Source: an optimization exercise on an open RTL-to-GDS flow (aim: small area, a short achievable clock period and few clock cycles per item). Production flows keep margins and buffers that such runs may drop. At most, simulation tests tie the RTL to the original design; equivalence was not proved. No functional check of the RTL was part of run 2. Power and IR drop assume default switching activity.

[flow/design.v]
`timescale 1ns / 1ps
package pfp_pkg;
   localparam int CHANNEL_COUNT = 8;
   localparam int FRAME_BYTES   = 21;
   localparam logic [7:0] SOF_A     = 8'hAA;
   localparam logic [7:0] SOF_B     = 8'h55;
   localparam logic [7:0] HEADER_ID = 8'h01;
   localparam logic [7:0] LEN_BYTE  = 8'h10;
   localparam logic [7:0] HDR_SUM   = 8'h10;
   localparam int          DUTY_S     = 18;
   localparam logic [33:0] DUTY_K     = 34'd1717987;
   localparam logic [33:0] DUTY_C_POS = 34'h20001FD9A;
   localparam logic [33:0] DUTY_C_NEG = 34'h20001FF35;
   localparam logic [15:0] DUTY_MAX   = 16'h7FFF;
endpackage
`timescale 1ns / 1ps
module pfp_front (
   input  logic                 clock,
   input  logic                 reset,
   input  logic                 in_v,
   input  logic [7:0]           in_b,
   input  logic                 in_be,
   output logic                 hit,
   output logic                 wr,
   output logic [4:0]           fill,
   output logic [4:0]           fill_n,
   output logic [15:0][7:0]     win
);
   logic [15:0]       tag;
   logic [7:0]        tsum;      
   logic [3:0]        pf;        
   logic              full;
   logic              restart;
   assign full    = fill[4] & fill[2];    
   assign hit     = in_v && full && tag[0] && (tsum == in_b);
   assign restart = hit || in_be;
   assign wr      = in_v && !restart && (fill >= 5'd4);
   always_comb begin
      if (reset || (in_v && restart)) fill_n = '0;
      else if (in_v && !full)         fill_n = fill + 1'b1;
      else                            fill_n = fill;
   end
   always_ff @(posedge clock) fill <= fill_n;
   logic [7:0] sub;
   logic       kill;
   logic       full_n;
   assign kill   = reset || (in_v && restart);
   assign full_n = !kill && (full || (in_v && fill == 5'd19));
   always_ff @(posedge clock) begin
      sub <= full_n ? (wr ? win[1] : win[0]) : 8'd0;
      if (kill)    tsum <= pfp_pkg::HDR_SUM;
      else if (wr) tsum <= tsum + in_b - sub;
      if (kill) begin
         pf <= '0;
      end else if (in_v) begin
         pf[0] <= (in_b == pfp_pkg::SOF_A);
         pf[1] <= pf[0] && (in_b == pfp_pkg::SOF_B);
         pf[2] <= pf[1] && (in_b == pfp_pkg::HEADER_ID);
         pf[3] <= pf[2] && (in_b == pfp_pkg::LEN_BYTE);
      end
   end
   always_ff @(posedge clock) begin
      if (wr) begin
         win <= {in_b, win[15:1]};
         tag <= {pf[3], tag[15:1]};
      end
   end
endmodule
`timescale 1ns / 1ps
module pfp_queue (
   input  logic                 clock,
   input  logic                 reset,
   input  logic                 hit,
   input  logic                 take,
   input  logic                 in_v,
   input  logic                 in_be,
   input  logic [4:0]           fill,
   input  logic [15:0][7:0]     win,
   output logic                 pend,
   output logic                 req_ready,
   output logic [15:0]          rd_raw
);
   logic       read;
   logic [2:0] rd_ch;
   logic [3:0] rd_pos;
   logic       pend_r;      
   logic       pend_s;      
   logic [3:0] pos_r;
   logic [3:0] pos_s;
   logic       rr_r;
   logic       rr_s;
   logic       nw;          
   logic       wn;          
   logic       wr_nh;       
   logic [4:0] fill_nh;
   assign read = take && pend;
   assign wr_nh   = in_v && !in_be && (fill >= 5'd4);
   assign fill_nh = (in_v && in_be) ? 5'd0 : (in_v && fill != 5'd20) ? fill + 5'd1 : fill;
   assign pend_s = hit || pend;
   assign pos_s  = pend ? rd_pos - 4'(wr_nh) : 4'd0;
   assign pend_r = (rd_ch != 3'd7);
   assign pos_r  = rd_pos + 4'd2 - 4'(wr_nh);
   assign nw     = (fill_nh + 5'(req_ready) < 5'd4);
   assign wn     = req_ready && (fill_nh >= 5'd4);
   assign rr_s   = !pend || nw || (pos_s > 4'(wn));
   assign rr_r   = !pend_r || nw || (pos_r > 4'(wn));
   always_ff @(posedge clock) begin
      if (reset) begin
         pend      <= 1'b0;
         req_ready <= 1'b1;
      end else begin
         pend      <= read ? pend_r : pend_s;
         req_ready <= read ? rr_r : rr_s;
      end
      rd_pos <= read ? pos_r : pos_s;
      if (!pend)     rd_ch <= '0;
      else if (read) rd_ch <= rd_ch + 1'b1;
   end
   logic [15:0] sel;
   always_comb begin
      for (int i = 0; i < 16; i++) sel[i] = (rd_pos == 4'(i));
      rd_raw = '0;
      for (int i = 0; i < 15; i++) begin
         rd_raw[15:8] |= {8{sel[i]}} & win[i];
         rd_raw[7:0]  |= {8{sel[i]}} & win[i+1];
      end
   end
endmodule
`timescale 1ns / 1ps
module pfp_back (
   input  logic                 clock,
   input  logic                 reset,
   input  logic                 pend,
   input  logic [15:0]          rd_raw,
   output logic                 take,
   output logic                 rsp_valid,
   input  logic                 rsp_ready,
   output logic [35:0]          rsp_data
);
   logic        adv;
   logic        take_b;
   logic        a_v;
   logic [15:0] a_raw;
   logic        a_neg;
   logic        b_v;
   logic [15:0] b_raw;
   logic        b_sat;
   logic [25:0] b_x;
   logic [25:0] b_y;
   logic [25:0] b_sum;
   logic        b_c;
   logic        o_v;
   logic [2:0]  o_ch;
   logic        o_last;
   logic [15:0] o_raw;
   logic [15:0] o_duty;
   logic [33:0] mx;
   logic [33:0] my;
   logic [8:0]  lo;
   logic        sent;
   assign adv    = !o_v || rsp_ready;
   assign take_b = !b_v || adv;
   assign take   = !a_v || take_b;
   assign sent   = o_v && rsp_ready;
   always_ff @(posedge clock) begin
      if (reset) begin
         a_v    <= 1'b0;
         b_v    <= 1'b0;
         o_v    <= 1'b0;
         o_ch   <= '0;
         o_last <= 1'b0;
      end else begin
         if (take)   a_v <= pend;
         if (take_b) b_v <= a_v;
         if (adv)    o_v <= b_v;
         if (sent) begin
            o_ch   <= o_ch + 1'b1;
            o_last <= (o_ch == 3'd6);
         end
      end
   end
   pfp_mul u_mul (.r(a_raw[13:0]), .neg(a_neg), .x(mx), .y(my));
   assign lo    = {1'b0, mx[7:0]} + {1'b0, my[7:0]};
   assign b_sum = b_x + b_y + 26'(b_c);
   always_ff @(posedge clock) begin
      if (take) begin
         a_raw <= rd_raw;
         a_neg <= (rd_raw < 16'd5000);
      end
      if (take_b) begin
         b_raw <= a_raw;
         b_sat <= (a_raw >= 16'd10000);
         b_x   <= mx[33:8];
         b_y   <= my[33:8];
         b_c   <= lo[8];
      end
      if (adv) begin
         o_raw  <= b_raw;
         o_duty <= b_sat ? pfp_pkg::DUTY_MAX : b_sum[25:10];
      end
   end
   assign rsp_valid = o_v;
   assign rsp_data  = {o_ch, o_raw, o_duty, o_last};
endmodule
module pfp_mul (
   input  logic [13:0] r,
   input  logic        neg,
   output logic [33:0] x,
   output logic [33:0] y
);
   logic [13:0] rn;
   logic        pos;
   assign rn  = ~r;
   assign pos = ~neg;
   logic s1;
   logic c2;
   logic s3;
   logic c4;
   logic s5;
   logic c6;
   logic s7;
   logic c8;
   logic s9;
   logic c10;
   logic s11;
   logic c12;
   logic s13;
   logic c14;
   logic s15;
   logic c16;
   logic s17;
   logic c18;
   logic s19;
   logic c20;
   logic s21;
   logic c22;
   logic s23;
   logic c24;
   logic s25;
   logic c26;
   logic s27;
   logic c28;
   logic s29;
   logic c30;
   logic s31;
   logic c32;
   logic s33;
   logic c34;
   logic s35;
   logic c36;
   logic s37;
   logic c38;
   logic s39;
   logic c40;
   logic s41;
   logic c42;
   logic s43;
   logic c44;
   logic s45;
   logic c46;
   logic s47;
   logic c48;
   logic s49;
   logic c50;
   logic s51;
   logic c52;
   logic s53;
   logic c54;
   logic s55;
   logic c56;
   logic s57;
   logic c58;
   logic s59;
   logic c60;
   logic s61;
   logic c62;
   logic s63;
   logic c64;
   logic s65;
   logic c66;
   logic s67;
   logic c68;
   logic s69;
   logic c70;
   logic s71;
   logic c72;
   logic s73;
   logic c74;
   logic s75;
   logic c76;
   logic s77;
   logic c78;
   logic s79;
   logic c80;
   logic s81;
   logic c82;
   logic s83;
   logic c84;
   logic s85;
   logic c86;
   logic s87;
   logic c88;
   logic s89;
   logic c90;
   logic s91;
   logic c92;
   logic s93;
   logic c94;
   logic s95;
   logic c96;
   logic s97;
   logic c98;
   logic s99;
   logic c100;
   logic s101;
   logic c102;
   logic s103;
   logic c104;
   logic s105;
   logic c106;
   logic s107;
   logic c108;
   logic s109;
   logic c110;
   logic s111;
   logic c112;
   logic s113;
   logic c114;
   logic s115;
   logic c116;
   logic s117;
   logic c118;
   logic s119;
   logic c120;
   logic s121;
   logic c122;
   logic s123;
   logic c124;
   logic s125;
   logic c126;
   logic s127;
   logic c128;
   logic s129;
   logic c130;
   logic s131;
   logic c132;
   logic s133;
   logic c134;
   logic s135;
   logic c136;
   logic s137;
   logic c138;
   logic s139;
   logic c140;
   logic s141;
   logic c142;
   logic s143;
   logic c144;
   logic s145;
   logic c146;
   logic s147;
   logic c148;
   logic s149;
   logic c150;
   logic s151;
   logic c152;
   logic s153;
   logic c154;
   logic s155;
   logic c156;
   logic s157;
   logic c158;
   logic s159;
   logic c160;
   logic s161;
   logic c162;
   logic s163;
   logic c164;
   logic s165;
   logic c166;
   logic s167;
   logic c168;
   logic s169;
   logic c170;
   logic s171;
   logic c172;
   logic s173;
   logic c174;
   logic s175;
   logic c176;
   logic s177;
   logic c178;
   logic s179;
   logic c180;
   logic s181;
   logic c182;
   logic s183;
   logic c184;
   logic s185;
   logic c186;
   logic s187;
   logic c188;
   logic s189;
   logic c190;
   logic s191;
   logic c192;
   assign s1 = r[7] ^ rn[1];
   assign c2 = r[7] & rn[1];
   assign s3 = r[8] ^ rn[2] ^ rn[5];
   assign c4 = (r[8] & rn[2]) | (r[8] & rn[5]) | (rn[2] & rn[5]);
   assign s5 = r[9] ^ rn[0] ^ rn[3];
   assign c6 = (r[9] & rn[0]) | (r[9] & rn[3]) | (rn[0] & rn[3]);
   assign s7 = rn[6] ^ rn[11];
   assign c8 = rn[6] & rn[11];
   assign s9 = r[10] ^ rn[1] ^ rn[4];
   assign c10 = (r[10] & rn[1]) | (r[10] & rn[4]) | (rn[1] & rn[4]);
   assign s11 = rn[7] ^ rn[12];
   assign c12 = rn[7] & rn[12];
   assign s13 = r[11] ^ rn[2] ^ rn[5];
   assign c14 = (r[11] & rn[2]) | (r[11] & rn[5]) | (rn[2] & rn[5]);
   assign s15 = rn[8] ^ rn[13];
   assign c16 = rn[8] & rn[13];
   assign s17 = r[0] ^ r[12] ^ rn[3];
   assign c18 = (r[0] & r[12]) | (r[0] & rn[3]) | (r[12] & rn[3]);
   assign s19 = rn[6] ^ rn[9] ^ 1'b1;
   assign c20 = (rn[6] & rn[9]) | (rn[6] & 1'b1) | (rn[9] & 1'b1);
   assign s21 = r[1] ^ r[13] ^ rn[4];
   assign c22 = (r[1] & r[13]) | (r[1] & rn[4]) | (r[13] & rn[4]);
   assign s23 = rn[7] ^ rn[10] ^ 1'b1;
   assign c24 = (rn[7] & rn[10]) | (rn[7] & 1'b1) | (rn[10] & 1'b1);
   assign s25 = r[2] ^ rn[5] ^ rn[8];
   assign c26 = (r[2] & rn[5]) | (r[2] & rn[8]) | (rn[5] & rn[8]);
   assign s27 = rn[11] ^ 1'b1;
   assign c28 = rn[11] & 1'b1;
   assign s29 = r[0] ^ r[3] ^ rn[6];
   assign c30 = (r[0] & r[3]) | (r[0] & rn[6]) | (r[3] & rn[6]);
   assign s31 = rn[9] ^ rn[12];
   assign c32 = rn[9] & rn[12];
   assign s33 = r[1] ^ r[4] ^ rn[7];
   assign c34 = (r[1] & r[4]) | (r[1] & rn[7]) | (r[4] & rn[7]);
   assign s35 = rn[10] ^ rn[13];
   assign c36 = rn[10] & rn[13];
   assign s37 = r[2] ^ r[5] ^ rn[0];
   assign c38 = (r[2] & r[5]) | (r[2] & rn[0]) | (r[5] & rn[0]);
   assign s39 = rn[8] ^ rn[11];
   assign c40 = rn[8] & rn[11];
   assign s41 = r[3] ^ r[6] ^ rn[1];
   assign c42 = (r[3] & r[6]) | (r[3] & rn[1]) | (r[6] & rn[1]);
   assign s43 = rn[9] ^ rn[12];
   assign c44 = rn[9] & rn[12];
   assign s45 = r[0] ^ r[4] ^ r[7];
   assign c46 = (r[0] & r[4]) | (r[0] & r[7]) | (r[4] & r[7]);
   assign s47 = rn[2] ^ rn[10] ^ rn[13];
   assign c48 = (rn[2] & rn[10]) | (rn[2] & rn[13]) | (rn[10] & rn[13]);
   assign s49 = r[1] ^ r[5] ^ r[8];
   assign c50 = (r[1] & r[5]) | (r[1] & r[8]) | (r[5] & r[8]);
   assign s51 = rn[3] ^ rn[11] ^ 1'b1;
   assign c52 = (rn[3] & rn[11]) | (rn[3] & 1'b1) | (rn[11] & 1'b1);
   assign s53 = r[2] ^ r[6] ^ r[9];
   assign c54 = (r[2] & r[6]) | (r[2] & r[9]) | (r[6] & r[9]);
   assign s55 = rn[4] ^ rn[12] ^ 1'b1;
   assign c56 = (rn[4] & rn[12]) | (rn[4] & 1'b1) | (rn[12] & 1'b1);
   assign s57 = r[3] ^ r[7] ^ r[10];
   assign c58 = (r[3] & r[7]) | (r[3] & r[10]) | (r[7] & r[10]);
   assign s59 = rn[5] ^ rn[13] ^ 1'b1;
   assign c60 = (rn[5] & rn[13]) | (rn[5] & 1'b1) | (rn[13] & 1'b1);
   assign s61 = r[4] ^ r[8] ^ r[11];
   assign c62 = (r[4] & r[8]) | (r[4] & r[11]) | (r[8] & r[11]);
   assign s63 = r[5] ^ r[9] ^ r[12];
   assign c64 = (r[5] & r[9]) | (r[5] & r[12]) | (r[9] & r[12]);
   assign s65 = r[6] ^ r[10] ^ r[13];
   assign c66 = (r[6] & r[10]) | (r[6] & r[13]) | (r[10] & r[13]);
   assign s67 = r[7] ^ r[11];
   assign c68 = r[7] & r[11];
   assign s69 = r[8] ^ r[12];
   assign c70 = r[8] & r[12];
   assign s71 = r[9] ^ r[13];
   assign c72 = r[9] & r[13];
   assign s73 = r[3] ^ rn[0];
   assign c74 = r[3] & rn[0];
   assign s75 = r[4] ^ rn[1] ^ rn[6];
   assign c76 = (r[4] & rn[1]) | (r[4] & rn[6]) | (rn[1] & rn[6]);
   assign s77 = r[5] ^ rn[2] ^ rn[7];
   assign c78 = (r[5] & rn[2]) | (r[5] & rn[7]) | (rn[2] & rn[7]);
   assign s79 = r[6] ^ rn[0] ^ rn[3];
   assign c80 = (r[6] & rn[0]) | (r[6] & rn[3]) | (rn[0] & rn[3]);
   assign s81 = s1 ^ rn[4] ^ rn[9];
   assign c82 = (s1 & rn[4]) | (s1 & rn[9]) | (rn[4] & rn[9]);
   assign s83 = s3 ^ rn[10] ^ pos;
   assign c84 = (s3 & rn[10]) | (s3 & pos) | (rn[10] & pos);
   assign s85 = s5 ^ s7 ^ neg;
   assign c86 = (s5 & s7) | (s5 & neg) | (s7 & neg);
   assign s87 = s9 ^ s11 ^ c6;
   assign c88 = (s9 & s11) | (s9 & c6) | (s11 & c6);
   assign s89 = s13 ^ s15 ^ c10;
   assign c90 = (s13 & s15) | (s13 & c10) | (s15 & c10);
   assign s91 = s17 ^ s19 ^ c14;
   assign c92 = (s17 & s19) | (s17 & c14) | (s19 & c14);
   assign s93 = s21 ^ s23 ^ c18;
   assign c94 = (s21 & s23) | (s21 & c18) | (s23 & c18);
   assign s95 = s25 ^ s27 ^ c22;
   assign c96 = (s25 & s27) | (s25 & c22) | (s27 & c22);
   assign s97 = s29 ^ s31 ^ c26;
   assign c98 = (s29 & s31) | (s29 & c26) | (s31 & c26);
   assign s99 = s33 ^ s35 ^ c30;
   assign c100 = (s33 & s35) | (s33 & c30) | (s35 & c30);
   assign s101 = s37 ^ s39 ^ c34;
   assign c102 = (s37 & s39) | (s37 & c34) | (s39 & c34);
   assign s103 = s41 ^ s43 ^ c38;
   assign c104 = (s41 & s43) | (s41 & c38) | (s43 & c38);
   assign s105 = s45 ^ s47 ^ c42;
   assign c106 = (s45 & s47) | (s45 & c42) | (s47 & c42);
   assign s107 = s49 ^ s51 ^ c46;
   assign c108 = (s49 & s51) | (s49 & c46) | (s51 & c46);
   assign s109 = s53 ^ s55 ^ c50;
   assign c110 = (s53 & s55) | (s53 & c50) | (s55 & c50);
   assign s111 = s57 ^ s59 ^ c54;
   assign c112 = (s57 & s59) | (s57 & c54) | (s59 & c54);
   assign s113 = s61 ^ rn[6] ^ c58;
   assign c114 = (s61 & rn[6]) | (s61 & c58) | (rn[6] & c58);
   assign s115 = s63 ^ rn[7] ^ 1'b1;
   assign c116 = (s63 & rn[7]) | (s63 & 1'b1) | (rn[7] & 1'b1);
   assign s117 = s65 ^ rn[8] ^ 1'b1;
   assign c118 = (s65 & rn[8]) | (s65 & 1'b1) | (rn[8] & 1'b1);
   assign s119 = s67 ^ rn[9] ^ 1'b1;
   assign c120 = (s67 & rn[9]) | (s67 & 1'b1) | (rn[9] & 1'b1);
   assign s121 = s69 ^ rn[10] ^ 1'b1;
   assign c122 = (s69 & rn[10]) | (s69 & 1'b1) | (rn[10] & 1'b1);
   assign s123 = s71 ^ rn[11] ^ 1'b1;
   assign c124 = (s71 & rn[11]) | (s71 & 1'b1) | (rn[11] & 1'b1);
   assign s125 = r[10] ^ rn[12] ^ 1'b1;
   assign c126 = (r[10] & rn[12]) | (r[10] & 1'b1) | (rn[12] & 1'b1);
   assign s127 = r[11] ^ rn[13];
   assign c128 = r[11] & rn[13];
   assign s129 = r[0] ^ rn[2];
   assign c130 = r[0] & rn[2];
   assign s131 = r[1] ^ rn[3] ^ pos;
   assign c132 = (r[1] & rn[3]) | (r[1] & pos) | (rn[3] & pos);
   assign s133 = r[2] ^ rn[4] ^ 1'b1;
   assign c134 = (r[2] & rn[4]) | (r[2] & 1'b1) | (rn[4] & 1'b1);
   assign s135 = s73 ^ rn[5] ^ pos;
   assign c136 = (s73 & rn[5]) | (s73 & pos) | (rn[5] & pos);
   assign s137 = s75 ^ neg ^ c74;
   assign c138 = (s75 & neg) | (s75 & c74) | (neg & c74);
   assign s139 = s77 ^ pos ^ c76;
   assign c140 = (s77 & pos) | (s77 & c76) | (pos & c76);
   assign s141 = s79 ^ rn[8] ^ c78;
   assign c142 = (s79 & rn[8]) | (s79 & c78) | (rn[8] & c78);
   assign s143 = s81 ^ pos ^ c80;
   assign c144 = (s81 & pos) | (s81 & c80) | (pos & c80);
   assign s145 = s83 ^ c2 ^ c82;
   assign c146 = (s83 & c2) | (s83 & c82) | (c2 & c82);
   assign s147 = s85 ^ c4 ^ c84;
   assign c148 = (s85 & c4) | (s85 & c84) | (c4 & c84);
   assign s149 = s87 ^ c8 ^ c86;
   assign c150 = (s87 & c8) | (s87 & c86) | (c8 & c86);
   assign s151 = s89 ^ c12 ^ c88;
   assign c152 = (s89 & c12) | (s89 & c88) | (c12 & c88);
   assign s153 = s91 ^ c16 ^ c90;
   assign c154 = (s91 & c16) | (s91 & c90) | (c16 & c90);
   assign s155 = s93 ^ c20 ^ c92;
   assign c156 = (s93 & c20) | (s93 & c92) | (c20 & c92);
   assign s157 = s95 ^ c24 ^ c94;
   assign c158 = (s95 & c24) | (s95 & c94) | (c24 & c94);
   assign s159 = s97 ^ c28 ^ c96;
   assign c160 = (s97 & c28) | (s97 & c96) | (c28 & c96);
   assign s161 = s99 ^ c32 ^ c98;
   assign c162 = (s99 & c32) | (s99 & c98) | (c32 & c98);
   assign s163 = s101 ^ c36 ^ c100;
   assign c164 = (s101 & c36) | (s101 & c100) | (c36 & c100);
   assign s165 = s103 ^ c40 ^ c102;
   assign c166 = (s103 & c40) | (s103 & c102) | (c40 & c102);
   assign s167 = s105 ^ c44 ^ c104;
   assign c168 = (s105 & c44) | (s105 & c104) | (c44 & c104);
   assign s169 = s107 ^ c48 ^ c106;
   assign c170 = (s107 & c48) | (s107 & c106) | (c48 & c106);
   assign s171 = s109 ^ c52 ^ c108;
   assign c172 = (s109 & c52) | (s109 & c108) | (c52 & c108);
   assign s173 = s111 ^ c56 ^ c110;
   assign c174 = (s111 & c56) | (s111 & c110) | (c56 & c110);
   assign s175 = s113 ^ c60 ^ c112;
   assign c176 = (s113 & c60) | (s113 & c112) | (c60 & c112);
   assign s177 = s115 ^ c62 ^ c114;
   assign c178 = (s115 & c62) | (s115 & c114) | (c62 & c114);
   assign s179 = s117 ^ c64 ^ c116;
   assign c180 = (s117 & c64) | (s117 & c116) | (c64 & c116);
   assign s181 = s119 ^ c66 ^ c118;
   assign c182 = (s119 & c66) | (s119 & c118) | (c66 & c118);
   assign s183 = s121 ^ c68 ^ c120;
   assign c184 = (s121 & c68) | (s121 & c120) | (c68 & c120);
   assign s185 = s123 ^ c70 ^ c122;
   assign c186 = (s123 & c70) | (s123 & c122) | (c70 & c122);
   assign s187 = s125 ^ c72 ^ c124;
   assign c188 = (s125 & c72) | (s125 & c124) | (c72 & c124);
   assign s189 = s127 ^ 1'b1 ^ c126;
   assign c190 = (s127 & 1'b1) | (s127 & c126) | (1'b1 & c126);
   assign s191 = r[12] ^ 1'b1 ^ c128;
   assign c192 = (r[12] & 1'b1) | (r[12] & c128) | (1'b1 & c128);
   assign x[0] = rn[0];
   assign y[0] = pos;
   assign x[1] = rn[1];
   assign y[1] = 1'b1;
   assign x[2] = s129;
   assign y[2] = neg;
   assign x[3] = s131;
   assign y[3] = c130;
   assign x[4] = s133;
   assign y[4] = c132;
   assign x[5] = s135;
   assign y[5] = c134;
   assign x[6] = s137;
   assign y[6] = c136;
   assign x[7] = s139;
   assign y[7] = c138;
   assign x[8] = s141;
   assign y[8] = c140;
   assign x[9] = s143;
   assign y[9] = c142;
   assign x[10] = s145;
   assign y[10] = c144;
   assign x[11] = s147;
   assign y[11] = c146;
   assign x[12] = s149;
   assign y[12] = c148;
   assign x[13] = s151;
   assign y[13] = c150;
   assign x[14] = s153;
   assign y[14] = c152;
   assign x[15] = s155;
   assign y[15] = c154;
   assign x[16] = s157;
   assign y[16] = c156;
   assign x[17] = s159;
   assign y[17] = c158;
   assign x[18] = s161;
   assign y[18] = c160;
   assign x[19] = s163;
   assign y[19] = c162;
   assign x[20] = s165;
   assign y[20] = c164;
   assign x[21] = s167;
   assign y[21] = c166;
   assign x[22] = s169;
   assign y[22] = c168;
   assign x[23] = s171;
   assign y[23] = c170;
   assign x[24] = s173;
   assign y[24] = c172;
   assign x[25] = s175;
   assign y[25] = c174;
   assign x[26] = s177;
   assign y[26] = c176;
   assign x[27] = s179;
   assign y[27] = c178;
   assign x[28] = s181;
   assign y[28] = c180;
   assign x[29] = s183;
   assign y[29] = c182;
   assign x[30] = s185;
   assign y[30] = c184;
   assign x[31] = s187;
   assign y[31] = c186;
   assign x[32] = s189;
   assign y[32] = c188;
   assign x[33] = s191;
   assign y[33] = c190;
endmodule
`timescale 1ns / 1ps
module pwm_frame_parser (
   input  logic             clock,
   input  logic             reset,
   input  logic             req_valid,
   output logic             req_ready,
   input  logic [8:0]       req_data,
   output logic             rsp_valid,
   input  logic             rsp_ready,
   output logic [35:0]      rsp_data
);
   logic             in_v;
   logic [7:0]       in_b;
   logic             in_be;
   logic             hit;
   logic             wr;
   logic [4:0]       fill;
   logic [15:0][7:0] win;
   logic             take;
   logic             pend;
   logic             in_v_n;
   logic [4:0]       fill_n;
   logic [15:0]      rd_raw;
   always_ff @(posedge clock) begin
      in_v  <= in_v_n;
      in_b  <= req_data[8:1];
      in_be <= req_data[0];
   end
   assign in_v_n = !reset && req_valid && req_ready;
   pfp_front u_front (
      .clock (clock),
      .reset (reset),
      .in_v  (in_v),
      .in_b  (in_b),
      .in_be (in_be),
      .hit   (hit),
      .wr    (wr),
      .fill  (fill),
      .fill_n (fill_n),
      .win   (win)
   );
   pfp_queue u_queue (
      .clock  (clock),
      .reset  (reset),
      .hit    (hit),
      .in_v   (in_v),
      .in_be  (in_be),
      .fill   (fill),
      .take   (take),
      .win    (win),
      .pend   (pend),
      .req_ready (req_ready),
      .rd_raw (rd_raw)
   );
   pfp_back u_back (
      .clock     (clock),
      .reset     (reset),
      .pend      (pend),
      .rd_raw    (rd_raw),
      .take      (take),
      .rsp_valid (rsp_valid),
      .rsp_ready (rsp_ready),
      .rsp_data  (rsp_data)
   );
endmodule
[flow/flow/run.sh]
#!/bin/bash
# The standard layout (the standard.sh), with the port buffers made of plain buf_4 cells
# instead of the delay-cell buffers that buffer_ports picks by default.
set -euo pipefail
export BUFFER_PORTS_ARGS="-buffer_cell sky130_fd_sc_hd__buf_4"
bash standard.sh > standard.log 2>&1
[flow/standard.sh]
#!/bin/bash
# synth_recipe.tcl (not shown) runs the flow's synth.tcl, then flattens the netlist and writes it again
# the make line also repeats each setting of config.mk as NAME=value (left out here)
make -C /OpenROAD-flow-scripts/flow DESIGN_CONFIG=/design/flow/config.mk WORK_HOME=/design/flow/orfs CLKGATE_MAP_FILE= SYNTH_SCRIPT=/design/flow/synth_recipe.tcl "${@:-finish}"
[flow/config.mk]
export PLATFORM = sky130hd
export DESIGN_NAME = pwm_frame_parser
export DESIGN_NICKNAME = pwm_frame_parser
export VERILOG_FILES = /design/flow/design.v
export SDC_FILE = /design/flow/constraint.sdc
export NUM_CORES = 4
export LEC_CHECK = 0
export ABC_CLOCK_PERIOD_IN_PS = 2500
export CAP_MARGIN = 20
export CORE_MARGIN = 2
export CORE_UTILIZATION = 60
export CTS_BUF_LIST = sky130_fd_sc_hd__clkbuf_8 sky130_fd_sc_hd__clkbuf_16
export CTS_CLUSTER_DIAMETER = 60
export CTS_CLUSTER_SIZE = 40
export SETUP_SLACK_MARGIN = 4.2
export SLEW_MARGIN = 20
[flow/constraint.sdc]
create_clock -name core_clock -period 7.0 [get_ports {clock}]
set_input_delay 1.4000 -clock core_clock [delete_from_list [all_inputs] [get_ports {clock}]]
set_output_delay 1.4000 -clock core_clock [all_outputs]
set_load 0.01 [all_outputs]
==> reports/summary.json, run 1 <==
{
  "worst_setup_path": {
    "critical-path-top-delay-family": "adder cells",
    "worst_path_most_repeated_cell": "sky130_fd_sc_hd__fa_1",
    "end_kind": "flip-flop",
    "required_ns": 7.28,
    "critical_path_cell_by_cell": "fa_1 -> inv_1 -> fa_1 -> inv_1 -> fa_1",
    "critical_path_peak_fanout": 10,
    "worst-r2r-setup-slack_ns": 4.31,
    "path_buf_inv": 2,
    "critPathKind": "reg -> reg",
    "worst_r2r_endpoint": "u_back.b_x[16]",
    "critPathLaunchType": "flip-flop",
    "cpPeakStageDelay_ns": 0.70,
    "reg2regPathDepth": 5,
    "cp_slowest_cell": "sky130_fd_sc_hd__edfxtp_1",
    "launch_point_of_the_worst_reg_to_reg_path": "u_back.a_raw[10]",
    "critPathArrivalTime_ns": 2.97
  },
  "pwr": {
    "power_per_cell_area_nw_per_um2": 203.3,
    "power.switching_fraction_pct": 21.61,
    "power_mw": 3.614,
    "p_leak_nw": 6.837,
    "power_frac_seq_pct": 55.5,
    "pwr-share-comb_pct": 1.3,
    "peakVddDrop_mv": 0.2331,
    "p_sw_mw": 0.7809,
    "power_report.internal_total_mw": 2.833,
    "clock_network_power_share_pct": 43.3
  },
  "final_layout": {
    "final_core_utilization_pct": 68.21,
    "areaGrowthSynthToFinish_pct": 11.47,
    "antenna_cells": 0,
    "design_area_um2": 17770,
    "finish.cell_count_without_fillers": 1676,
    "fill_cells": 1934,
    "drive_gt1_share_pct": 12.30,
    "finish.net_count": 1490
  },
  "detailed_routing": {
    "drt_drc_violations_left": 0,
    "drt-total-wl_um": 32290,
    "drt-vias-per-instance": 5.990,
    "drt_pre_antenna_iters": 6,
    "avgRoutedWirePerCell_um": 19.26,
    "detail_route.iter0.violations": 872,
    "post_detailed_route_count_of_antenna_violating_nets": 0,
    "route.vias.total": 10040
  },
  "clocking": {
    "clockRootBuffer": "sky130_fd_sc_hd__clkbuf_16",
    "worstSkewPairLatency_ns": 0.56,
    "cts-buffers-inserted": 26,
    "clk_transition_reported_paths_ns": 0.08,
    "number_of_hold_buffers_added_after_cts": 0,
    "cts_tree": "built",
    "clockBufferDepth": 3,
    "cts.sinks": 314,
    "htreeDepth": 1
  },
  "timing": {
    "skew_ns": 0.02764,
    "setup-violations-final": 0,
    "slew_headroom_pct": 32.22,
    "max_slew.worst_pin.slew_ns": 1.016,
    "finalHoldWorstSlack_ns": 0.4213,
    "timing.final.max_slew_violations": 0,
    "finalWorstSetupSlack_ns": 4.310,
    "finalCriticalPeriod_ns": 2.690,
    "final.setup.tns_ns": 0,
    "unrepaired_setup_endpoints_after_global_routing": "no",
    "fmax_ghz": 0.3717,
    "hold_viol_final": 0,
    "layout_worst_path_cycle_share_pct": 38.43
  },
  "die": {
    "die-area_um2": 27900,
    "chipHeight_um": 167.0,
    "io_pins": 51,
    "num_rows": 59,
    "starting_utilization_of_the_core_area_pct": 61.19,
    "chip_width_um": 167.0,
    "coreArea_um2": 26060
  },
  "worst_hold_path": {
    "worst_hold_path.endpoint": "u_back.o_raw[8]",
    "hold_path_startpoint": "u_back.b_raw[8]",
    "min_path_type": "reg -> reg",
    "min_delay_path_depth": 0
  },
  "logic_synthesis": {
    "commonest_register_cell_after_synthesis": "sky130_fd_sc_hd__edfxtp_1",
    "synth_largest_type_area_fraction_pct": 49.53,
    "synth.yosys.seq_area_share_pct": 55.93,
    "synth.avg_cell_area_um2": 12.62,
    "nets_in_the_synthesized_netlist": 1432,
    "synth_seq_cells": 314,
    "netlist_top_cells_area": "sky130_fd_sc_hd__edfxtp_1, sky130_fd_sc_hd__fa_1, sky130_fd_sc_hd__ha_1",
    "syn_area_um2": 15950,
    "async_reset_ff_share_pct": 0,
    "yosysUniqueCellTypes": 77,
    "synthesis_warning_total": 4,
    "syn_inst": 1263,
    "post-synth-top-area-cell": "sky130_fd_sc_hd__edfxtp_1",
    "synth_enable_flop_cells": 263
  },
  "placement": {
    "pre_cts_ws_ns": 3.116,
    "hpwlAfterDp_um": 21850,
    "placedCellCount": 1608,
    "buffer_ports.inserted": 50,
    "dpl-instance-area_um2": 16580,
    "last_weighted_congestion_value_of_the_routability_driven_placer": 0.8415
  },
  "global_route": {
    "gr-usage-all-layers_pct": 23.47,
    "grt_pass1_vias": 9949,
    "grt-ovfl-total": 0,
    "grt_first_pass_wirelength_um": 52300,
    "grt_max_degree": 71,
    "number_of_antenna_violations_at_the_first_check_in_global_routing": 0
  },
  "flow_run": {
    "maxCapViolCount": 0
  },
  "run_status": {
    "run_status": "finished clean"
  }
}
-- cell usage in the layout (no fill, tap or decap), types with 5 or more instances in the layout --
cell and instances:
sky130_fd_sc_hd__edfxtp_1 263, sky130_fd_sc_hd__inv_1 158, sky130_fd_sc_hd__ha_1 83, sky130_fd_sc_hd__nand2_1 76
sky130_fd_sc_hd__fa_1 73, sky130_fd_sc_hd__buf_4 72, sky130_fd_sc_hd__a21oi_1 64, sky130_fd_sc_hd__nor2_1 60
sky130_fd_sc_hd__dfxtp_1 40, sky130_fd_sc_hd__nand3_1 35, sky130_fd_sc_hd__a22oi_1 30, sky130_fd_sc_hd__o21ai_0 29
sky130_fd_sc_hd__clkbuf_16 28, sky130_fd_sc_hd__mux2i_1 27, sky130_fd_sc_hd__nor3_1 15, sky130_fd_sc_hd__a21o_1 14
sky130_fd_sc_hd__xnor2_1 14, sky130_fd_sc_hd__xor2_1 12, sky130_fd_sc_hd__a221oi_1 11, sky130_fd_sc_hd__a211oi_1 11
sky130_fd_sc_hd__a31oi_1 10, sky130_fd_sc_hd__and3_1 10, sky130_fd_sc_hd__or3_1 10, sky130_fd_sc_hd__nand4_1 9
sky130_fd_sc_hd__nor4_1 8, sky130_fd_sc_hd__a22o_1 8, sky130_fd_sc_hd__dfxtp_2 8, sky130_fd_sc_hd__a32oi_1 7
sky130_fd_sc_hd__o211ai_1 7, sky130_fd_sc_hd__o21ai_1 6, sky130_fd_sc_hd__mux2_2 6, sky130_fd_sc_hd__o2111ai_1 6
sky130_fd_sc_hd__a222oi_1 5, sky130_fd_sc_hd__o22ai_1 5, sky130_fd_sc_hd__a211o_1 5, sky130_fd_sc_hd__o21a_1 5
-- kinds of logic (layout without fill, tap and decap cells) --
kind of cell / Yosys count / count (layout) / synth area share [%]
XOR/XNOR: 26 / 26 / 1.428
adder cells (fa/ha/maj): 156 / 156 / 15.68
multiplexers: 34 / 34 / 2.260
AO/OA/AOI/OAI: 266 / 266 / 11.64
buffers and inverters: 210 / 287 / 5.297
flip-flops: 314 / 314 / 55.93
AND/OR/NAND/NOR: 257 / 258 / 7.768
-- cells in the mapped netlist, types with 15 or more instances --
cell,count
sky130_fd_sc_hd__edfxtp_1,263
sky130_fd_sc_hd__inv_1,157
sky130_fd_sc_hd__ha_1,83
sky130_fd_sc_hd__nand2_1,77
sky130_fd_sc_hd__fa_1,73
sky130_fd_sc_hd__a21oi_1,66
sky130_fd_sc_hd__nor2_1,60
sky130_fd_sc_hd__dfxtp_1,51
sky130_fd_sc_hd__nand3_1,36
sky130_fd_sc_hd__a22oi_1,31
sky130_fd_sc_hd__o21ai_0,30
sky130_fd_sc_hd__mux2i_1,27
sky130_fd_sc_hd__clkbuf_1,21
sky130_fd_sc_hd__nor3_1,16
sky130_fd_sc_hd__buf_2,15
-- final cells by class --
class                      count  area, µm²  share of cell area [%]
inverter                     160      609.3                   3.428
multi-input combinational    740       6242                   35.12
clock buffer                  28      700.7                   3.942
tap                          335      419.2                   2.358
sequential                   314       8940                   50.30
timing repair inverter         1      5.005                 0.02816
timing repair buffer          78      618.1                   3.477
clock inverter                20      240.2                   1.352
-- power by group through the flow --
stage               combinational, mW  sequential (mW)  clock, mW
floorplan                      0.0326             2.04          0
global placement               0.0447             2.05          0
detailed placement             0.0448             2.05          0
CTS                            0.0461             2.00       1.60
global route                   0.0535             2.00       1.68
finish                         0.0468             2.00       1.56
-- flip-flops by register name, summed over array words and instances (netlist names), 16 cells and up --
name           flops
u_back.b_y        26
u_back.o_duty     16
u_back.b_raw      16
u_back.o_raw      16
u_back.b_x        26
u_back.a_raw      16
u_front.win      128
u_front.tag       16
-- how the worst max path moves through the flow --
stage	from	to	slack, ns	depth (start not counted)
after detailed placement	in_v	u_front.sub[0]	3.12	6
after floorplan	rsp_ready	u_back.b_c	4.13	2
after CTS	u_queue.rd_pos[2]	u_back.a_neg	4.20	9
final	u_back.a_raw[10]	u_back.b_x[16]	4.31	5
after global placement	in_v	u_front.sub[5]	3.26	6
after global routing	u_front.tsum[1]	u_front.tsum[7]	4.20	10
-- what timing repair did --
action	in CTS	in global routing
gates resized for setup	10	26
setup endpoints to repair	176	80
buffers inserted	10	8
hold endpoints to repair	0	0
pin swaps	1	9
cloned	2	0
-- worst register-to-register path: cells and delay by family, from the launching register on --
family	cells	cell delay (ns)
fa+ha+maj	3	1.61
flops	1	0.70
buf+inv	2	0.11
-- routing by layer --
metal	GRT usage [%]	routed length, µm
met1	32.07	13880
met3	3.470	1815
met5	0	0
met4	7.909	948
met2	38.99	15640
Testbench counts, summed over its fixed seeds: cycles 23,733, items 8,120.
==> run 2, diff against run 1 <==
--- a/flow/design.v
+++ b/flow/design.v
@@ -144,2 +144,3 @@
    logic        a_neg;
+   logic        a_sat;
    logic        b_v;
@@ -188,2 +189,3 @@
          a_neg <= (rd_raw < 16'd5000);
+         a_sat <= (rd_raw >= 16'd10000);
       end
@@ -191,3 +193,3 @@
          b_raw <= a_raw;
-         b_sat <= (a_raw >= 16'd10000);
+         b_sat <= a_sat;
          b_x   <= mx[33:8];
==> flow/run.sh (new file) <==
#!/bin/bash
# synth_recipe.tcl (not shown) runs the flow's synth.tcl, then flattens the netlist and writes it again
# the make line also repeats each setting of config.mk as NAME=value (left out here)
make -C /OpenROAD-flow-scripts/flow DESIGN_CONFIG=/design/flow/config.mk WORK_HOME=/design/flow/orfs CLKGATE_MAP_FILE= SYNTH_SCRIPT=/design/flow/synth_recipe.tcl finish
--- a/flow/config.mk
+++ b/flow/config.mk
@@ -11,5 +11,4 @@
 export CORE_UTILIZATION = 60
-export CTS_BUF_LIST = sky130_fd_sc_hd__clkbuf_8 sky130_fd_sc_hd__clkbuf_16
-export CTS_CLUSTER_DIAMETER = 60
-export CTS_CLUSTER_SIZE = 40
+export CTS_BUF_LIST = sky130_fd_sc_hd__clkbuf_4 sky130_fd_sc_hd__clkbuf_8
+export CTS_CLUSTER_SIZE = 30
 export SETUP_SLACK_MARGIN = 4.2
removed: flow/flow/run.sh
removed: flow/standard.sh
==> run 2 against run 1 <==
  * Synthesized cell count down 0.16%
  * Synthesized area is 0.30% lower
  * Highest routed layer unchanged
  * Via count barely moved
  * Critical path type is now in -> reg
  * Register-to-register slack got worse by 0.09 ns
  * Core utilization rose by 0.93 points
==> reports/summary.json, run 2 <==
{
  "run_status": {
    "run_status": "finished clean"
  },
  "logic_synthesis": {
    "synthesis_warning_total": {"value": 4, "change": "unchanged"},
    "syn_area": {"value": 15900, "unit": "µm²", "change": "-0.30%"},
    "yosysUniqueCellTypes": {"value": 70, "change": "-9.1%"},
    "async_reset_ff_share": {"value": 0, "unit": "%", "change": "unchanged"},
    "synth.yosys.seq_area_share": {"value": 56.29, "unit": "%", "change": "+0.36 points"},
    "synth_enable_flop_cells": {"value": 264, "change": "+0.38%"},
    "commonest_register_cell_after_synthesis": "sky130_fd_sc_hd__edfxtp_1",
    "synth_seq_cells": {"value": 315, "change": "+0.32%"},
    "top_cells_by_instance_count_after_synthesis": "sky130_fd_sc_hd__edfxtp_1, sky130_fd_sc_hd__inv_1, sky130_fd_sc_hd__nand2_1",
    "netlist_top_cells_area": "sky130_fd_sc_hd__edfxtp_1, sky130_fd_sc_hd__fa_1, sky130_fd_sc_hd__ha_1",
    "synth.avg_cell_area": {"value": 12.61, "unit": "µm²", "change": "-0.14%"},
    "nets_in_the_synthesized_netlist": {"value": 1430, "change": "-0.14%"},
    "syn_inst": {"value": 1261, "change": "-0.16%"},
    "synth.most_common_cell": "sky130_fd_sc_hd__edfxtp_1",
    "post-synth-top-area-cell": "sky130_fd_sc_hd__edfxtp_1",
    "synth_largest_type_area_fraction": {"value": 49.87, "unit": "%", "change": "+0.34 points"}
  },
  "timing": {
    "layout_worst_path_cycle_share": {"value": 40.18, "unit": "%", "change": "+1.7 points"},
    "fmax": {"value": 0.3556, "unit": "GHz", "change": "-4.3%"},
    "skew": {"value": 0.02218, "unit": "ns", "change": "-0.005458 ns"},
    "unrepaired_setup_endpoints_after_global_routing": "yes",
    "setup-violations-final": {"value": 0, "change": "unchanged"},
    "max_slew.worst_pin.slew": {"value": 0.9330, "unit": "ns", "change": "-0.08262 ns"},
    "final.setup.tns": {"value": 0, "unit": "ns", "change": "unchanged"},
    "finalCriticalPeriod": {"value": 2.812, "unit": "ns", "change": "+0.1221 ns"},
    "timing.final.max_slew_violations": {"value": 0, "change": "unchanged"},
    "hold_viol_final": {"value": 0, "change": "unchanged"},
    "slew_headroom": {"value": 37.80, "unit": "%", "change": "+5.6 points"},
    "finalHoldWorstSlack": {"value": 0.4166, "unit": "ns", "change": "-0.004684 ns"}
  },
  "final_layout": {
    "finish.cell_count_without_fillers": {"value": 1719, "change": "+2.6%"},
    "finish.net_count": {"value": 1513, "change": "+1.5%"},
    "antenna_cells": {"value": 0, "change": "unchanged"},
    "drive_gt1_share": {"value": 11.78, "unit": "%", "change": "-0.53 points"},
    "top_regs": "u_front.win: 128 flops, u_back.b_x: 26 flops, u_back.b_y: 26 flops",
    "final_cell_mix": "sky130_fd_sc_hd__edfxtp_1, sky130_fd_sc_hd__inv_1, sky130_fd_sc_hd__nand2_1",
    "largest_register_ffs": {"value": 128, "change": "unchanged"},
    "mostFrequentLayoutCell": "sky130_fd_sc_hd__edfxtp_1",
    "registers.top_by_ff_count": "u_front.win",
    "areaGrowthSynthToFinish_pct": 13.33
  },
  "global_route": {
    "grt_first_pass_wirelength": {"value": 53000, "unit": "µm", "change": "+1.3%"},
    "grt_pass1_vias": {"value": 9988, "change": "+0.39%"},
    "grt-ovfl-total": {"value": 0, "change": "unchanged"},
    "number_of_antenna_violations_at_the_first_check_in_global_routing": {"value": 0, "change": "unchanged"},
    "grt_max_degree": {"value": 71, "change": "unchanged"},
    "gr-usage-all-layers": {"value": 24.02, "unit": "%", "change": "+0.56 points"}
  },
  "placement": {
    "last_weighted_congestion_value_of_the_routability_driven_placer": {"value": 0.8355, "change": "-0.71%"},
    "buffer_ports.inserted": {"value": 50, "change": "unchanged"},
    "hpwlAfterDp": {"value": 22070, "unit": "µm", "change": "+0.98%"},
    "placedCellCount": {"value": 1604, "change": "-0.25%"}
  },
  "worst_setup_path": {
    "critPathArrivalTime": {"value": 3.25, "unit": "ns", "change": "+0.28 ns"},
    "worst-r2r-setup-slack": {"value": 4.22, "unit": "ns", "change": "-0.09 ns"},
    "critical_path_peak_fanout": {"value": 30, "change": "+20"},
    "critPathKind": "in -> reg",
    "cpPeakStageDelay": {"value": 0.50, "unit": "ns", "change": "-0.20 ns"},
    "required": {"value": 7.43, "unit": "ns", "change": "+0.15 ns"},
    "end_kind": "flip-flop",
    "critPathLaunchType": "input port",
    "setup.worst_path.start": "rsp_ready",
    "launch_point_of_the_worst_reg_to_reg_path": "u_front.fill[4]",
    "reg2regPathDepth": {"value": 9, "change": "+4"},
    "worst_r2r_endpoint": "u_queue.req_ready",
    "critical_path_cell_by_cell": "clkdlybuf4s50_1 -> nor2b_4 -> nand3_1 -> buf_4 -> a2111oi_2 -> a31oi_1 -> a2111o_1",
    "cp_slowest_cell": "sky130_fd_sc_hd__clkdlybuf4s50_1"
  },
  "flow_run": {
    "maxCapViolCount": {"value": 0, "change": "unchanged"}
  },
  "die": {
    "num_rows": {"value": 59, "change": "unchanged"},
    "chipHeight": {"value": 166.8, "unit": "µm", "change": "-0.15%"},
    "chip_width": {"value": 166.8, "unit": "µm", "change": "-0.15%"},
    "coreArea": {"value": 26060, "unit": "µm²", "change": "unchanged"},
    "io_pins": {"value": 51, "change": "unchanged"},
    "starting_utilization_of_the_core_area": {"value": 61.01, "unit": "%", "change": "-0.18 points"},
    "die-area": {"value": 27810, "unit": "µm²", "change": "-0.29%"}
  },
  "worst_hold_path": {
    "hold_path_startpoint": "u_back.b_raw[14]",
    "min_delay_path_depth": {"value": 0, "change": "unchanged"},
    "min_path_type": "reg -> reg",
    "worst_hold_path.endpoint": "u_back.o_raw[14]"
  },
  "detailed_routing": {
    "detail_route.iter0.violations": {"value": 782, "change": "-10%"},
    "drt-vias-per-instance": {"value": 5.845, "change": "-2.4%"},
    "met1Wirelength": {"value": 14040, "unit": "µm", "change": "+1.2%"},
    "avgRoutedWirePerCell": {"value": 19.38, "unit": "µm", "change": "+0.62%"},
    "drt_pre_antenna_iters": {"value": 5, "change": "-1"},
    "sum_of_met3_wire_segment_lengths_after_detailed_routing": {"value": 2022, "unit": "µm", "change": "+11%"},
    "route.top_layer_used": "met4",
    "drt-total-wl": {"value": 33320, "unit": "µm", "change": "+3.2%"},
    "drt_drc_violations_left": {"value": 0, "change": "unchanged"},
    "route.vias.total": {"value": 10050, "change": "+0.080%"},
    "dr_wl_met2": {"value": 15880, "unit": "µm", "change": "+1.5%"},
    "post_detailed_route_count_of_antenna_violating_nets": {"value": 0, "change": "unchanged"}
  },
  "clocking": {
    "htreeDepth": {"value": 2, "change": "+1"},
    "cts_tree": "built",
    "clockBufferDepth": {"value": 3, "change": "unchanged"},
    "clk_transition_reported_paths": {"value": 0.06, "unit": "ns", "change": "-0.02 ns"},
    "clockRootBuffer": "sky130_fd_sc_hd__clkbuf_8",
    "worstSkewPairLatency": {"value": 0.57, "unit": "ns", "change": "about the same"},
    "cts-buffers-inserted": {"value": 51, "change": "+96%"},
    "cts.sinks": {"value": 315, "change": "+0.32%"}
  },
  "pwr": {
    "power_per_cell_area": {"value": 205.2, "unit": "nW/µm²", "change": "+0.93%"},
    "peakVddDrop": {"value": 0.1866, "unit": "mV", "change": "-20%"},
    "p_leak": {"value": 6.866, "unit": "nW", "change": "+0.42%"}
  }
}
[run 2: cells by family (layout without fill, tap and decap cells)]
logic type / Yosys count / count (layout) / share of synthesized area [%]
multiplexers: 28 / 28 / 1.944
adder cells (fa/ha/maj): 156 / 156 / 15.72
XOR/XNOR: 38 / 38 / 2.094
AND/OR/NAND/NOR: 268 / 268 / 7.965
AO/OA/AOI/OAI: 252 / 252 / 10.77
flip-flops: 315 / 315 / 56.29
buffers and inverters: 204 / 327 / 5.218
[run 2: final cells by class]
type                            instances  area, µm²
Multi-Input combinational cell        742       6235
Tap cell                              335      419.2
Inverter                              152      601.8
Timing Repair Buffer                   81      732.0
Clock inverter                         19      162.7
Fill cell                            1952       8041
Clock buffer                           74      893.4
Timing Repair inverter                  1      8.758
Sequential cell                       315       8965
[run 2: worst max-delay path by stage]
stage | end | slack (ns) | cells past startpoint
finish | u_queue.req_ready | 4.19 | 7
global route | u_queue.req_ready | 4.08 | 9
CTS | u_queue.req_ready | 4.09 | 7
detailed placement | u_front.win[126] | 3.25 | 4
global placement | u_front.win[126] | 3.36 | 4
floorplan | u_queue.rd_pos[3] | 4.25 | 4
[run 2: worst max-delay path, delay by kind of cell]
family | cells | cell delay (ns)
buffers and inverters | 2 | 0.76
and+or+nand+nor | 2 | 0.32
AOI/OAI and AO/OA | 3 | 0.76
[run 2: through the flow]
| stage | worst slack, ns | instance area, µm² | total power [mW] | util (%) |
|---|---|---|---|---|
| final | 4.188 | 18020 | 3.697 | 69.14 |
| after detailed placement | 3.253 | 16650 | 2.101 | 63.89 |
| after global placement | 3.359 | 16650 | 2.100 | 63.89 |
| after floorplan | 4.251 | 15920 | 2.085 | - |
| after CTS | 4.088 | 17800 | 3.739 | 68.30 |
| after global routing | 4.080 | 18020 | 3.828 | 69.14 |
[run 2: report_power, final]
| part | internal (mW) | switching, mW |
|---|---|---|
| Clock | 0.930 | 0.703 |
| Sequential | 2.01 | 0.00769 |
| Combinational | 0.0249 | 0.0243 |
| Total | 2.96 | 0.735 |
[run 2: metal layers]
| metal | up-vias | global-route usage [%] |
|---|---|---|
| met4 | 0 | 11.06 |
| met5 | - | 0 |
| met2 | 352 | 38.77 |
| met3 | 79 | 4.444 |
| li1 | 4744 | - |
| met1 | 4873 | 32.04 |
[run 2: repair_timing]
item	in CTS	in global routing
setup buffers	8	13
resized for setup	56	35
setup endpoints to repair	209	66
hold buffers	0	0
gates cloned	1	0
pin swaps	0	6

separate check: timing with driven ports:
The flow's constraints put no driver on any port. The routed layouts listed below were extracted and timed again, unchanged, in two steps. Step 1, drivers: a clkbuf_16 drives clock and a buf_2 each remaining input, both assumed. Step 2 moves the port delays by t, midway between the first and last clock arrival at a register: inputs arrive t later, outputs are due t later. That takes back most of the time a late clock gives input paths. Slacks: ideal / step 1 / step 2; pairs: ideal / step 1.
run	shift t [ns]	setup WS [ns]	clock arrival spread, ns	worst data-port slew with drivers (ns)	cell pins on the clock port's net
run 1	0.589	4.310 / 4.310 / 4.010	0.031 / 0.031	0.04	1
run 2	0.599	4.188 / 4.209 / 3.610	0.022 / 0.022	0.04	1
After both steps every run listed still meets setup and hold. The setup slack of run 2, which loses most, moves by +0.021 ns with the drivers and by -0.578 ns with both steps.
